This design comes from an exercise in tuning for small area and a short achievable clock period on the open sky130 flow, not from production work. RTL that was checked went through simulation tests only; none was proved equivalent to the original. For runs 2 and 3, only the layout was checked, not whether the RTL still works. Power is estimated from default activity; no workload was simulated.

## flow/design.v (module list and top-level ports; edited modules follow where they fit)
// module fa_cell: 10 lines
// module ha_cell: 9 lines
// module sym_fir: 1101 lines
// module fir_regs: 81 lines
// module fir_top: 31 lines
// module fir_chip: 41 lines
module fir_chip (
   input  logic                   clock,
   input  logic                   arst_n,
   input  logic                   psel,
   input  logic                   penable,
   input  logic                   pwrite,
   input  logic [8-1:0] paddr,
   input  logic [32-1:0] pwdata,
   output logic [32-1:0] prdata,
   output logic                   pready,
   output logic                   pslverr,
   input  logic                   in_valid,
   input  logic [16-1:0] in_data,
   output logic                   out_valid,
   output logic [16-1:0] out_data
);
  // ...
==> flow/run.sh <==
#!/bin/bash
# synth_recipe.tcl (not shown) runs the flow's synth.tcl, then flattens the netlist and writes it again
# the make line also repeats each setting of config.mk as NAME=value (left out here)
make -C /OpenROAD-flow-scripts/flow DESIGN_CONFIG=/design/flow/config.mk WORK_HOME=/design/flow/orfs CLKGATE_MAP_FILE= SYNTH_SCRIPT=/design/flow/synth_recipe.tcl finish
==> flow/config.mk <==
export PLATFORM = sky130hd
export DESIGN_NAME = fir_chip
export DESIGN_NICKNAME = fir_chip
export VERILOG_FILES = /design/flow/design.v
export SDC_FILE = /design/flow/constraint.sdc
export NUM_CORES = 4
export LEC_CHECK = 0
export ABC_AREA = 1
export CAP_MARGIN = 20
export CORE_MARGIN = 2
export CORE_UTILIZATION = 40
export CTS_BUF_LIST = sky130_fd_sc_hd__clkbuf_4 sky130_fd_sc_hd__clkbuf_8
export SETUP_SLACK_MARGIN = 5.0
export SLEW_MARGIN = 20
export SYNTH_HIERARCHICAL = 1
==> flow/constraint.sdc <==
create_clock -name core_clock -period 10.5 [get_ports {clock}]
set_input_delay 2.1000 -clock core_clock [delete_from_list [all_inputs] [get_ports {clock}]]
set_output_delay 2.1000 -clock core_clock [all_outputs]
set_load 0.01 [all_outputs]
==> results.txt, run 1 <==
Layout Nets: 5,182
met3 wire len: 20,550 um
combinational power: 0.00324 W
most frequent cells in the layout: fa_1, xor2_1, o22ai_1, nand2_1, edfxtp_1
Seq. pwr: 0.00235 W
Cell Area, Synth: 45,970 um^2
clock root buffer: clkbuf_8
antenna cells: 2
NetSw: 0.002997 W
DRT Pass-1 Iters: 6
most frequent cells after synthesis: fa_1, xor2_1, o22ai_1, nand2_1, edfxtp_1
Synth Area in Simple Gates: 7.150%
share of flip-flops with an asynchronous set or reset: 28.83%
vias in the first global route: 35,770
Layout fillers: 10,710
clk buf depth: 3
H-tree depth: 3
xor/xnor cell area share of the yosys netlist: 14.73%
Final GP Congestion: 1.023
Most Crowded Layer GR: met2
status: no timing/DRC/antenna violations
delay-heaviest family, CP: simple AND/OR/NAND/NOR gates
total grt overflow: 0
worst slack, placed: 3.549 ns
Compound-Gate Fraction of Synth Area: 10.18%
r2r worst-path depth: 12
non-clock buffer count: 342
layout cell share with drive strength beyond 1: 15.39%
Clock Power: 0.00178 W
Clock Latency Late Sink: 0.72 ns
HP Start: u_top.u_fir.hist[1][8]$_DFFE_PP_
clock skew: 0.04320 ns
==> inputs of run 2 (changes only) <==
--- a/flow/design.v
+++ b/flow/design.v
@@ -97,17 +97,17 @@
                m[j] = (one & sj) | (two & sj1);
             end
             e = m ^ {(DW+2){ng}};
             row[t][i] = {~e[DW+1], e[DW:0]};
             neg[t][i] = ng;
          end
       end
    end
-   logic [AW-1:0] sa, sb;    
+   logic [AW-1:0] sa, sb, sc;    
    logic p0b0_0_s, p0b0_0_c, p0b0_1_s, p0b0_1_c, p0b0_2_s, p0b0_2_c, p0b0_3_s, p0b0_3_c;
    logic p0b0_4_s, p0b0_4_c, p0b0_5_s, p0b0_5_c, p0b1z_0_s, p0b1z_0_c, p0b1z_1_s, p0b1z_1_c;
    logic p0b1z_2_s, p0b1z_2_c, p0b1z_3_s, p0b1z_3_c, p0b1z_4_s, p0b1z_4_c, p0b1z_5_s, p0b1z_5_c;
    logic p0b1o_0_s, p0b1o_0_c, p0b1o_1_s, p0b1o_1_c, p0b1o_2_s, p0b1o_2_c, p0b1o_3_s, p0b1o_3_c;
    logic p0b1o_4_s, p0b1o_4_c, p0b1o_5_s, p0b1o_5_c, p0c12, p0b2z_0_s, p0b2z_0_c, p0b2z_1_s;
    logic p0b2z_1_c, p0b2z_2_s, p0b2z_2_c, p0b2z_3_s, p0b2z_3_c, p0b2z_4_s, p0b2z_4_c, p0b2o_0_s;
    logic p0b2o_0_c, p0b2o_1_s, p0b2o_1_c, p0b2o_2_s, p0b2o_2_c, p0b2o_3_s, p0b2o_3_c, p0b2o_4_s;
    logic p0b2o_4_c, p1b0_0_s, p1b0_0_c, p1b0_1_s, p1b0_1_c, p1b0_2_s, p1b0_2_c, p1b0_3_s;
@@ -285,25 +285,16 @@
    logic t602_s, t602_c, t603_s, t603_c, t604_s, t604_c, t605_s, t605_c;
    logic t606_s, t606_c, t607_s, t607_c, t608_s, t608_c, t609_s, t609_c;
    logic t610_s, t610_c, t611_s, t611_c, t612_s, t612_c, t613_s, t613_c;
    logic t614_s, t614_c, t615_s, t615_c, t616_s, t616_c, t617_s, t617_c;
    logic t618_s, t618_c, t619_s, t619_c, t620_s, t620_c, t621_s, t621_c;
    logic t622_s, t622_c, t623_s, t623_c, t624_s, t624_c, t625_s, t625_c;
    logic t626_s, t626_c, t627_s, t627_c, t628_s, t628_c, t629_s, t629_c;
    logic t630_s, t630_c, t631_s, t631_c, t632_s, t632_c, t633_s, t633_c;
-   logic t634_s, t634_c, t635_s, t635_c, t636_s, t636_c, t637_s, t637_c;
-   logic t638_s, t638_c, t639_s, t639_c, t640_s, t640_c, t641_s, t641_c;
-   logic t642_s, t642_c, t643_s, t643_c, t644_s, t644_c, t645_s, t645_c;
-   logic t646_s, t646_c, t647_s, t647_c, t648_s, t648_c, t649_s, t649_c;
-   logic t650_s, t650_c, t651_s, t651_c, t652_s, t652_c, t653_s, t653_c;
-   logic t654_s, t654_c, t655_s, t655_c, t656_s, t656_c, t657_s, t657_c;
-   logic t658_s, t658_c, t659_s, t659_c, t660_s, t660_c, t661_s, t661_c;
-   logic t662_s, t662_c, t663_s, t663_c, t664_s, t664_c, t665_s, t665_c;
-   logic t666_s, t666_c, t667_s, t667_c, t668_s, t668_c;
    fa_cell u_p0b0_0 (.a(pa[0][0]), .b(pd[0][0]), .c(sub), .s(p0b0_0_s), .co(p0b0_0_c));
    fa_cell u_p0b0_1 (.a(pa[0][1]), .b(pd[0][1]), .c(p0b0_0_c), .s(p0b0_1_s), .co(p0b0_1_c));
    fa_cell u_p0b0_2 (.a(pa[0][2]), .b(pd[0][2]), .c(p0b0_1_c), .s(p0b0_2_s), .co(p0b0_2_c));
    fa_cell u_p0b0_3 (.a(pa[0][3]), .b(pd[0][3]), .c(p0b0_2_c), .s(p0b0_3_s), .co(p0b0_3_c));
    fa_cell u_p0b0_4 (.a(pa[0][4]), .b(pd[0][4]), .c(p0b0_3_c), .s(p0b0_4_s), .co(p0b0_4_c));
    fa_cell u_p0b0_5 (.a(pa[0][5]), .b(pd[0][5]), .c(p0b0_4_c), .s(p0b0_5_s), .co(p0b0_5_c));
    ha_cell u_p0b1z_0 (.a(pa[0][6]), .b(pd[0][6]), .s(p0b1z_0_s), .co(p0b1z_0_c));
    fa_cell u_p0b1z_1 (.a(pa[0][7]), .b(pd[0][7]), .c(p0b1z_0_c), .s(p0b1z_1_s), .co(p0b1z_1_c));
@@ -1064,73 +1055,40 @@
    fa_cell u_t627 (.a(t585_c), .b(t587_s), .c(t586_c), .s(t627_s), .co(t627_c));
    fa_cell u_t628 (.a(t589_s), .b(t587_c), .c(t590_s), .s(t628_s), .co(t628_c));
    fa_cell u_t629 (.a(t591_s), .b(t589_c), .c(t590_c), .s(t629_s), .co(t629_c));
    fa_cell u_t630 (.a(t591_c), .b(t593_s), .c(t594_s), .s(t630_s), .co(t630_c));
    fa_cell u_t631 (.a(t595_s), .b(t593_c), .c(t596_s), .s(t631_s), .co(t631_c));
    fa_cell u_t632 (.a(t597_s), .b(t595_c), .c(t598_s), .s(t632_s), .co(t632_c));
    assign t633_s = ~t597_c;
    assign t633_c = t597_c;
-   ha_cell u_t634 (.a(t438_s), .b(t599_s), .s(t634_s), .co(t634_c));
-   fa_cell u_t635 (.a(t599_c), .b(t533_s), .c(t600_s), .s(t635_s), .co(t635_c));
-   fa_cell u_t636 (.a(t600_c), .b(t536_s), .c(t601_s), .s(t636_s), .co(t636_c));
-   fa_cell u_t637 (.a(t538_s), .b(t601_c), .c(t602_s), .s(t637_s), .co(t637_c));
-   fa_cell u_t638 (.a(t602_c), .b(t540_s), .c(t603_s), .s(t638_s), .co(t638_c));
-   fa_cell u_t639 (.a(t542_s), .b(t603_c), .c(t604_s), .s(t639_s), .co(t639_c));
-   fa_cell u_t640 (.a(t604_c), .b(t605_s), .c(t544_s), .s(t640_s), .co(t640_c));
-   fa_cell u_t641 (.a(t605_c), .b(t546_s), .c(t606_s), .s(t641_s), .co(t641_c));
-   fa_cell u_t642 (.a(t548_s), .b(t606_c), .c(t607_s), .s(t642_s), .co(t642_c));
-   fa_cell u_t643 (.a(t550_s), .b(t607_c), .c(t608_s), .s(t643_s), .co(t643_c));
-   fa_cell u_t644 (.a(t608_c), .b(t552_s), .c(t609_s), .s(t644_s), .co(t644_c));
-   fa_cell u_t645 (.a(t554_s), .b(t609_c), .c(t610_s), .s(t645_s), .co(t645_c));
-   fa_cell u_t646 (.a(t556_s), .b(t610_c), .c(t611_s), .s(t646_s), .co(t646_c));
-   fa_cell u_t647 (.a(t558_s), .b(t611_c), .c(t612_s), .s(t647_s), .co(t647_c));
-   fa_cell u_t648 (.a(t560_s), .b(t612_c), .c(t613_s), .s(t648_s), .co(t648_c));
-   fa_cell u_t649 (.a(t562_s), .b(t613_c), .c(t614_s), .s(t649_s), .co(t649_c));
-   fa_cell u_t650 (.a(t564_s), .b(t614_c), .c(t615_s), .s(t650_s), .co(t650_c));
-   fa_cell u_t651 (.a(t566_s), .b(t615_c), .c(t616_s), .s(t651_s), .co(t651_c));
-   fa_cell u_t652 (.a(t568_s), .b(t616_c), .c(t617_s), .s(t652_s), .co(t652_c));
-   fa_cell u_t653 (.a(t570_s), .b(t617_c), .c(t618_s), .s(t653_s), .co(t653_c));
-   fa_cell u_t654 (.a(t572_s), .b(t618_c), .c(t619_s), .s(t654_s), .co(t654_c));
-   fa_cell u_t655 (.a(t574_s), .b(t619_c), .c(t620_s), .s(t655_s), .co(t655_c));
-   fa_cell u_t656 (.a(t576_s), .b(t620_c), .c(t621_s), .s(t656_s), .co(t656_c));
-   fa_cell u_t657 (.a(t578_s), .b(t621_c), .c(t622_s), .s(t657_s), .co(t657_c));
-   fa_cell u_t658 (.a(t580_s), .b(t622_c), .c(t623_s), .s(t658_s), .co(t658_c));
-   fa_cell u_t659 (.a(t580_c), .b(t624_s), .c(t623_c), .s(t659_s), .co(t659_c));
-   fa_cell u_t660 (.a(t584_s), .b(t624_c), .c(t625_s), .s(t660_s), .co(t660_c));
-   fa_cell u_t661 (.a(t584_c), .b(t625_c), .c(t626_s), .s(t661_s), .co(t661_c));
-   fa_cell u_t662 (.a(t588_s), .b(t626_c), .c(t627_s), .s(t662_s), .co(t662_c));
-   fa_cell u_t663 (.a(t588_c), .b(t628_s), .c(t627_c), .s(t663_s), .co(t663_c));
-   fa_cell u_t664 (.a(t592_s), .b(t629_s), .c(t628_c), .s(t664_s), .co(t664_c));
-   fa_cell u_t665 (.a(t592_c), .b(t630_s), .c(t629_c), .s(t665_s), .co(t665_c));
-   fa_cell u_t666 (.a(t594_c), .b(t631_s), .c(t630_c), .s(t666_s), .co(t666_c));
-   fa_cell u_t667 (.a(t596_c), .b(t632_s), .c(t631_c), .s(t667_s), .co(t667_c));
-   fa_cell u_t668 (.a(t633_s), .b(t598_c), .c(t632_c), .s(t668_s), .co(t668_c));
-   assign sa = {1'b1, t633_c, t668_s, t667_s, t666_s, t665_s, t664_s, t662_c, t661_c, t660_c, t660_s, t658_c, t657_c, t656_c, t655_c, t654_c, t653_c, t652_c, t651_c, t650_c, t649_c, t648_c, t647_c, t646_c, t645_c, t644_c, t643_c, t642_c, t641_c, t640_c, t639_c, t638_c, t637_c, t636_c, t635_c, t634_c, t532_s};
-   assign sb = {1'b0, t668_c, t667_c, t666_c, t665_c, t664_c, t663_c, t663_s, t662_s, t661_s, t659_c, t659_s, t658_s, t657_s, t656_s, t655_s, t654_s, t653_s, t652_s, t651_s, t650_s, t649_s, t648_s, t647_s, t646_s, t645_s, t644_s, t643_s, t642_s, t641_s, t640_s, t639_s, t638_s, t637_s, t636_s, t635_s, t634_s};
-   logic [AW-1:0] acc_a, acc_b;
+   assign sa = {1'b1, t633_c, t633_s, t596_c, t594_c, t592_c, t592_s, t588_c, t588_s, t584_c, t584_s, t580_c, t580_s, t578_s, t576_s, t574_s, t572_s, t570_s, t568_s, t566_s, t564_s, t562_s, t560_s, t558_s, t556_s, t554_s, t608_c, t550_s, t548_s, t605_c, t604_c, t542_s, t602_c, t538_s, t600_c, t599_c, t438_s};
+   assign sb = {1'b0, 1'b0, t598_c, t632_s, t631_s, t630_s, t629_s, t628_s, t626_c, t625_c, t624_c, t624_s, t622_c, t621_c, t620_c, t619_c, t618_c, t617_c, t616_c, t615_c, t614_c, t613_c, t612_c, t611_c, t610_c, t609_c, t552_s, t607_c, t606_c, t546_s, t605_s, t603_c, t540_s, t601_c, t536_s, t533_s, t599_s};
+   assign sc = {1'b0, 1'b0, t632_c, t631_c, t630_c, t629_c, t628_c, t627_c, t627_s, t626_s, t625_s, t623_c, t623_s, t622_s, t621_s, t620_s, t619_s, t618_s, t617_s, t616_s, t615_s, t614_s, t613_s, t612_s, t611_s, t610_s, t609_s, t608_s, t607_s, t606_s, t544_s, t604_s, t603_s, t602_s, t601_s, t600_s, t532_s};
+   logic [AW-1:0] acc_a, acc_b, acc_c;
    always_ff @(posedge clock) begin
       if (in.valid) begin
          acc_a <= sa;
          acc_b <= sb;
+         acc_c <= sc;
       end
    end
    logic zero;
    always_ff @(posedge clock or negedge arst_n) begin
       if (!arst_n)
          zero <= 1'b1;
       else if (in.valid)
          zero <= 1'b0;
    end
    logic [AW-1:0]        acc;
    logic signed [AW-1:0] acc_y;
    logic signed [AW-1:0] acc_shr;
    logic                 ovf;
    logic [DW-1:0]        sat_data;
-   assign acc      = acc_a + acc_b;
+   assign acc      = acc_a + acc_b + acc_c;
    assign acc_y    = acc ^ {AW{neg_out}};
    assign acc_shr  = acc_y >>> 17;
    assign ovf      = acc_shr[AW-1:DW-1] != {(AW - DW + 1){acc_shr[AW-1]}};
    assign sat_data = !ovf ? acc_shr[DW-1:0] :
                      acc_shr[AW-1] ? {1'b1, {(DW - 1){1'b0}}}
                                    : {1'b0, {(DW - 1){1'b1}}};
    always_ff @(posedge clock or negedge arst_n) begin
       if (!arst_n) begin
==> results.txt, run 2 <==
Most flops, register: u_top.u_fir.hist
NetSw: 0.003374 W (+13%)
Final GP Congestion: 1.023 (about the same)
1st-iter DRT viols: 4,490
Layout fillers: 10,890 (+1.7%)
layout cell share with drive strength beyond 1: 10.75% (-4.6 points)
most frequent cells in the layout: fa_1, xor2_1, o22ai_1, nand2_1, edfxtp_1
Min Clock Period, post-route: 5.541 ns
RSZ-0062 raised after global routing: true
die width: 346.3 um
setup TNS: 0 ns
max reg flops: 176
Via-to-Cell Ratio: 6.051
Most common cell on crit path: fa_1
Compound-Gate Fraction of Synth Area: 10.13% (-0.048 points)
utilization after layout: 44.25%
commonest non-fill, non-tap cell in the layout: fa_1
ANT nets after route: 0
Tot Pwr: 0.007923 W
Clock Pin Slew Worst Setup and Hold Paths: 0.06 ns
dominant synthesized flop cell: edfxtp_1
Layout area overhead: 9.683%
I/O pins: 113
share of flip-flops with an asynchronous set or reset: 26.78% (-2.1 points)
vias: 35,120
TritonCTS buffer count: 80
clock root buffer: clkbuf_8
largest family of logic cells by synthesized area: adder cells
area share of the largest cell type after synthesis: 31.17%
Sequential Power Share: 31.4%
most frequent cell after synthesis: fa_1
class of the most critical setup path: flip-flop to flip-flop
H-tree depth: 3 (unchanged)
Setup crit end kind: flip-flop
core outline area: 116,200 um^2
most frequent cells after synthesis: fa_1, xor2_1, o22ai_1, nand2_1, edfxtp_1
multiplexer share of the synthesized area: 0.9608%
Pint: 0.004549 W
Max-slew headroom: 17.87%
leakage power: 25.54 nW
cell taking the most area after synthesis: fa_1
number of max-cap violations: 0
Critical Path Max Stage Delay: 0.77 ns
FF+latch count, synth: 478
Gate Count Post-Synth: 4,172
Die Y: 346.3 um
final max-slew violation count: 0
initial antenna violation count: 4
total grt overflow: 0 (unchanged)
Worst Path Arrival: 5.97 ns
Post-synth EDFFs: 350
YS warnings: 9
Initial Util: 40.34%
largest net degree at the start of global routing: 71
syn_area_per_cell: 11.24 um^2
DR WL/cell: 29.66 um
clock skew: 0.07663 ns (+0.03343 ns)
clk buf depth: 3 (unchanged)
HP Class: flip-flop to flip-flop
Port-buffer cells: 97
Logic pwr share: 46.3%
critical path required time: 10.93 ns
vias in the first global route: 35,750 (-0.053%)
Yosys cell types: 48
fmax: 180.5 MHz
Layout Nets: 5,095 (-1.7%)
Max FO, Critical Path: 18
Tot GR Track Use: 28.46%
DRT Pass-1 Iters: 6 (unchanged)
global-route wire length before repair: 248,100 um
sequential area share after synthesis: 29.25%
final setup fails: 0
Cell Area, Synth: 46,880 um^2 (+2.0%)
fin crit share: 52.78%
clock sinks: 478
Die Area: 120,000 um^2
Top Registers: u_top.u_fir.hist x176, u_top.u_fir.pre x68
syn nets: 5,047
status: no timing/DRC/antenna violations
critical path's slowest cell: clkinv_1
Adder-Cell Fraction of Synth Area: 33.39%
Post-Route WL: 172,200 um
Cell Pwr Density: 154.1 nW/um^2
Clock Latency Late Sink: 0.77 ns (+0.05 ns)
Area contributors post-synth: fa_1, edfxtp_1, xor2_1
clock network fraction of total power: 22.3%
Max VDD drop: 0.1300 mV
Hold Vio Cnt, Final: 0
Slew @ Worst Pin: 1.232 ns
Sw Share: 42.58%
DP HPWL: 125,200 um
Synth Area in Simple Gates: 6.715% (-0.43 points)
Residual DRC: 0
Rows: 125
xor/xnor cell area share of the yosys netlist: 14.37% (-0.36 points)
CTS tree: yes
Critical Path Source Type: flip-flop
critical path, cell by cell: clkinv_1 > o22ai_1 > xor2_1 > fa_1 > fa_1 > fa_1 > fa_1 > fa_1 > fa_1 > fa_1
-- run 2: changes by cell type after synthesis, sizes merged, moves of 3 or more --
cell / previous run / this run
edfxtp: 316 / 350
nand2: 476 / 447
nand4: 35 / 53
nand3: 101 / 87
nor2: 107 / 98
o21ai: 123 / 129
a21oi: 48 / 53
nor3: 5 / 10
buf: 64 / 68
inv: 243 / 247
clkbuf: 209 / 206
xnor2: 50 / 47
-- run 2: layout make-up --
class                           count  area, um^2  area share [%]
Multi-Input combinational cell   3101       30820           59.93
Clock inverter                     29       306.5          0.5962
Inverter                          320        1245           2.421
Tap cell                         1524        1907           3.708
Timing Repair Buffer              239        2067           4.020
Clock buffer                      111        1353           2.630
Sequential cell                   478       13720           26.68
Antenna cell                        2       5.005        0.009733
-- run 2: per-stage QoR --
step | std cells | hold slack, ns | area (um^2) | worst slack (ns)
floorplan | 4172 | 0.4003 | 46890 | 5.046
global placement | 5600 | 0.4015 | 49160 | 3.652
detailed placement | 5600 | 0.4045 | 49160 | 3.579
CTS | 5793 | 0.4181 | 51360 | 4.903
global route | 5803 | 0.4192 | 51420 | 4.984
finish | 5804 | 0.4166 | 51420 | 4.959
-- run 2: cells by family after synthesis --
group,Yosys count
AO/OA/AOI/OAI,777
XOR/XNOR,769
adder cells (fa/ha/maj),813
buffers and inverters,594
flip-flops,478
multiplexers,40
other,1
AND/OR/NAND/NOR,700
-- run 2: final timing paths --
path	slack (ns)	depth (start not counted)	from	endpoint
max	4.96	10	u_top.u_fir.pre[24]$_DFFE_PP_	u_top.u_fir.acc_c[22]$_DFFE_PP_
min	0.42	0	u_top.u_fir.hist[2][12]$_DFFE_PP_	u_top.u_fir.hist[3][12]$_DFFE_PP_
max reg2reg	4.96	10	u_top.u_fir.pre[24]$_DFFE_PP_	u_top.u_fir.acc_c[22]$_DFFE_PP_
min reg2reg	0.42	0	u_top.u_fir.hist[2][12]$_DFFE_PP_	u_top.u_fir.hist[3][12]$_DFFE_PP_
max in group asynchronous	7.69	2	arst_n	u_top.u_fir.out[16]$_DFF_PN0_
min in group asynchronous	1.33	1	arst_n	u_top.u_fir.out[7]$_DFFE_PN0P_
-- run 2: metal layers --
metal | vias up | track usage [%] | routed length (um)
met3 | 614 | 7.407 | 18590
met1 | 17880 | 38.05 | 67030
met5 | - | 0 | 23
met4 | 4 | 17.87 | 13030
met2 | 2394 | 41.18 | 73470
li1 | 14230 | - | -
-- run 2: per-module statistics from Yosys (local to each module, per instance), a selection --
| module | cell area (um^2) | flip-flops and latches |
|---|---|---|
| ha_cell | 12.51 | 0 |
| fa_cell | 20.02 | 0 |
| sym_fir | 26800 | 368 |
| fir_regs | 5717 | 110 |
-- run 2: worst max-delay path: cells and delay by family, from the launching register on --
kind                     cells  cell delay, ns
AO/OA/AOI/OAI                1            0.49
adder cells (fa/ha/maj)      7            3.32
flip-flops                   1            0.41
XOR/XNOR                     1            0.22
buffers and inverters        1            0.77
-- run 2: power by group through the flow --
| stage | Clock, W | Sequential (W) | Combinational [W] |
|---|---|---|---|
| final | 0.00177 | 0.00249 | 0.00367 |
| after global placement | 0 | 0.00252 | 0.00351 |
| after detailed placement | 0 | 0.00253 | 0.00355 |
| after floorplan | 0 | 0.00249 | 0.00227 |
| after global routing | 0.00189 | 0.00251 | 0.00397 |
| after CTS | 0.00181 | 0.00249 | 0.00358 |
-- run 2: timing repair --
item,in CTS,in global routing
cloned,5,0
setup buffers,48,9
hold buffers,0,0
setup endpoints to repair,57,41
pin swaps,18,8
resized for setup,191,30
==> inputs of run 3 (changes only) <==
==> flow/flow/run.sh (new file) <==
#!/bin/bash
set -euo pipefail
bash standard.sh SETUP_SLACK_MARGIN=5.3 finish > make.log 2>&1
==> flow/standard.sh (new file) <==
#!/bin/bash
# synth_recipe.tcl (not shown) runs the flow's synth.tcl, then flattens the netlist and writes it again
# the make line also repeats each setting of config.mk as NAME=value (left out here)
make -C /OpenROAD-flow-scripts/flow DESIGN_CONFIG=/design/flow/config.mk WORK_HOME=/design/flow/orfs CLKGATE_MAP_FILE= SYNTH_SCRIPT=/design/flow/synth_recipe.tcl "${@:-finish}"
removed: flow/run.sh
==> results.txt, run 3 <==
setup TNS: 0 ns (unchanged)
final instance area: 52,030 um^2 (+1.2%)
Setup crit end kind: output pin
WL met2: 70,940 um (-3.5%)
Final GP Congestion: 1.014 (-0.87%)
HP Start: u_top.u_fir.hist[3][13]$_DFFE_PP_
dominant synthesized flop cell: edfxtp_1
clk buf depth: 3 (unchanged)
Cell Pwr Density: 151.0 nW/um^2 (-2.0%)
syn nets: 5,047 (unchanged)
FF+latch count, synth: 478 (unchanged)
worst path bufs/invs: 7 (+6)
hold_buf cts: 0 (unchanged)
die width: 346.3 um (unchanged)
Hold Vio Cnt, Final: 0 (unchanged)
max reg flops: 176 (unchanged)
Die Y: 346.3 um (unchanged)
reg2reg start: u_top.u_regs.cone[25]$_DFFE_PN0P_
Tot GR Track Use: 27.47% (-0.99 points)
Post-synth EDFFs: 350 (unchanged)
Layout Nets: 5,130 (+0.69%)
Slew @ Worst Pin: 1.018 ns (-0.2137 ns)
clock skew: 0.05247 ns (-0.02416 ns)
clock root buffer: clkbuf_8
uppermost routed layer: met5
number of max-cap violations: 0 (unchanged)
Crit. path cell count: 12 (+2)
DR WL/cell: 28.51 um (-3.9%)
fmax: 181.3 MHz (+0.48%)
RSZ-0062 raised after global routing: true
final max-slew violation count: 0 (unchanged)
status: no timing/DRC/antenna violations
Cell Area, Synth: 46,880 um^2 (unchanged)
Area contributors post-synth: fa_1, edfxtp_1, xor2_1
Max FO, Critical Path: 7 (-11)
register area: 13,720 um^2 (about the same)
total grt overflow: 0 (unchanged)
Worst Setup EP: prdata[22]
syn_area_per_cell: 11.24 um^2 (unchanged)
Gate Count Post-Synth: 4,172 (unchanged)
M1 WL: 64,160 um (-4.3%)
YS warnings: 9 (unchanged)
I/O pins: 113 (unchanged)
DRT Pass-1 Iters: 6 (unchanged)
clock sinks: 478 (unchanged)
H-tree depth: 3 (unchanged)
class of the most critical setup path: primary input to output pin
Layout fillers: 10,790 (-0.92%)
Reg-to-Reg End: u_top.u_fir.acc_c[20]$_DFFE_PP_
Placed Area: 49,100 um^2 (-0.12%)
critical path's slowest cell: nand4_1
initial antenna violation count: 5 (+1)
most frequent cells after synthesis: fa_1, xor2_1, o22ai_1, nand2_1, edfxtp_1
Max VDD drop: 0.1437 mV (+11%)
Worst Setup SP: penable
leakage power: 25.79 nW (+0.99%)
Yosys cell types: 48 (unchanged)
Die Area: 120,000 um^2 (unchanged)
PnR worst setup slack: 4.985 ns (+0.02662 ns)
Post-Route WL: 166,700 um (-3.2%)
core outline area: 116,200 um^2 (unchanged)
share of flip-flops with an asynchronous set or reset: 26.78% (unchanged)
sequential area share after synthesis: 29.25% (unchanged)
Initial Util: 40.34% (unchanged)
DP HPWL: 122,100 um (-2.5%)
r2r worst-path depth: 10 (unchanged)
delay-heaviest family, CP: buffers and inverters
Residual DRC: 0 (unchanged)
Port-buffer cells: 97 (unchanged)
layout cell share with drive strength beyond 1: 12.88% (+2.1 points)
HP Class: flip-flop to flip-flop
commonest non-fill, non-tap cell in the layout: fa_1
Layout area overhead: 10.99%
Worst Path Arrival: 3.41 ns (-2.56 ns)
CTS tree: yes
flop2flop setup slack: 5.26 ns (+0.30 ns)
Clock Pin Slew Worst Setup and Hold Paths: 0.06 ns (about the same)
fin crit share: 52.52% (-0.25 points)
vias in the first global route: 35,590 (-0.46%)
worst slack, placed: 3.541 ns (-0.03823 ns)
area share of the largest cell type after synthesis: 31.17% (unchanged)
Min Clock Period, post-route: 5.515 ns (-0.02662 ns)
Max-slew headroom: 32.12% (+14 points)
Critical Path Source Type: primary input
Most flops, register: u_top.u_fir.hist
Rows: 125 (unchanged)
Via-to-Cell Ratio: 5.996 (-0.91%)
most frequent cells in the layout: fa_1, xor2_1, o22ai_1, nand2_1, edfxtp_1
met3 wire len: 18,500 um (-0.48%)
most frequent cell after synthesis: fa_1
Clock Latency Late Sink: 0.76 ns (about the same)
global-route wire length before repair: 241,300 um (-2.8%)
vias: 35,050 (-0.20%)
critical path required time: 8.40 ns (-2.53 ns)
final setup fails: 0 (unchanged)
multi-input logic area: 30,830 um^2 (about the same)
Critical Path Max Stage Delay: 0.18 ns (-0.59 ns)
TritonCTS buffer count: 80 (unchanged)
critical path, cell by cell: buf_6 > nand2_8 > nor2_4 > buf_12 > inv_4 > nor2_8 > buf_12 > nand2_4 > nand4_1 > buf_4 > clkbuf_16 > buf_6
largest net degree at the start of global routing: 99 (+39%)
cell taking the most area after synthesis: fa_1
ANT nets after route: 0 (unchanged)
Top Registers: u_top.u_fir.hist x176, u_top.u_fir.pre x68
1st-iter DRT viols: 4,196 (-6.5%)
-- run 3: cell counts after synthesis --
Identical to the previous run, type by type.
-- run 3: final cells by class --
cell class / count / area share, %
Multi-Input combinational cell: 3101 / 59.26
Sequential cell: 478 / 26.37
Timing Repair Buffer: 274 / 4.860
Tap cell: 1524 / 3.665
Inverter: 320 / 2.720
Clock buffer: 107 / 2.542
Clock inverter: 38 / 0.5603
Antenna cell: 4 / 0.01924
-- run 3: worst min path at each step --
stage,to,cells past startpoint
2_1_floorplan,u_top.u_fir.hist[2][0]$_DFFE_PP_,0
3_3_place_gp,u_top.u_fir.hist[3][14]$_DFFE_PP_,0
3_5_place_dp,u_top.u_fir.hist[3][14]$_DFFE_PP_,0
4_1_cts,u_top.u_fir.hist[4][13]$_DFFE_PP_,0
5_1_grt,u_top.u_fir.hist[4][13]$_DFFE_PP_,0
6_report,u_top.u_fir.hist[4][13]$_DFFE_PP_,0
-- run 3: through the flow --
stage | instances | hold slack [ns] | util, % | power, W
final | 5846 | 0.4114 | 44.77 | 0.007854
after global routing | 5845 | 0.4178 | 44.77 | 0.008308
after CTS | 5791 | 0.4130 | 44.13 | 0.007798
after detailed placement | 5591 | 0.4045 | 42.26 | 0.006050
after global placement | 5591 | 0.4004 | 42.26 | 0.006000
after floorplan | 4172 | 0.4003 | - | 0.004757
-- run 3: kinds of logic (layout without fill, tap and decap cells) --
logic type      after synthesis  count (layout)  synth area share (%)
flops                       478             478                 29.25
xor+xnor                    769             769                 14.37
compound gates              777             777                 10.13
buf+inv                     594             739                 5.175
other cells                   1               5              0.007999
fa+ha+maj                   813             813                 33.39
mux                          40              40                0.9608
simple gates                700             701                 6.715
-- run 3: Yosys stat by module (local to each module, per instance), a selection --
module | cells | copies in the design
fir_regs | 665 | 1
fa_cell | 1 | 696
sym_fir | 2777 | 1
ha_cell | 1 | 34
-- run 3: routing by layer --
metal,vias to the layer above,GRT usage (%)
li1,14310,-
met1,17720,36.16
met2,2409,39.65
met3,611,8.084
met4,2,17.29
met5,-,0
-- run 3: where the power goes --
group	internal (W)	switching [W]	total, W
registers	0.00235	0.000137	0.00248
clock network	0.000887	0.000823	0.00171
logic	0.00126	0.00239	0.00366
-- run 3: timing repair --
action	in CTS	in global routing
setup endpoints to repair	62	49
setup buffers	51	50
resized for setup	238	82
gates cloned	4	0
endpoints found under the hold margin	0	0
pin swaps	17	20

[what the ideal ports hide]
Ports are ideal in the flow. The routed layouts listed here were re-timed in OpenROAD. Step 1, drivers: a clkbuf_16 drives clock and a buf_2 each remaining input, both assumed. Step 2 also shifts input and output timing later by t, the mid clock arrival at the registers, as if the neighbouring blocks saw the same clock. a / b / c = ideal / step 1 / step 2; a / b = the first two.
run | shift t [ns] | setup slack, ns | hold WS [ns]
run 1 | 0.768 | 4.985 / 4.954 / 4.954 | 0.395 / 0.395 / 0.395
run 2 | 0.804 | 4.959 / 4.959 / 4.959 | 0.417 / 0.417 / 0.417
run 3 | 0.803 | 4.985 / 4.945 / 4.945 | 0.411 / 0.411 / 0.411
After both steps every run listed still meets setup and hold. The setup slack of run 3, which loses most, moves by -0.040 ns with the drivers and by -0.040 ns with both steps.
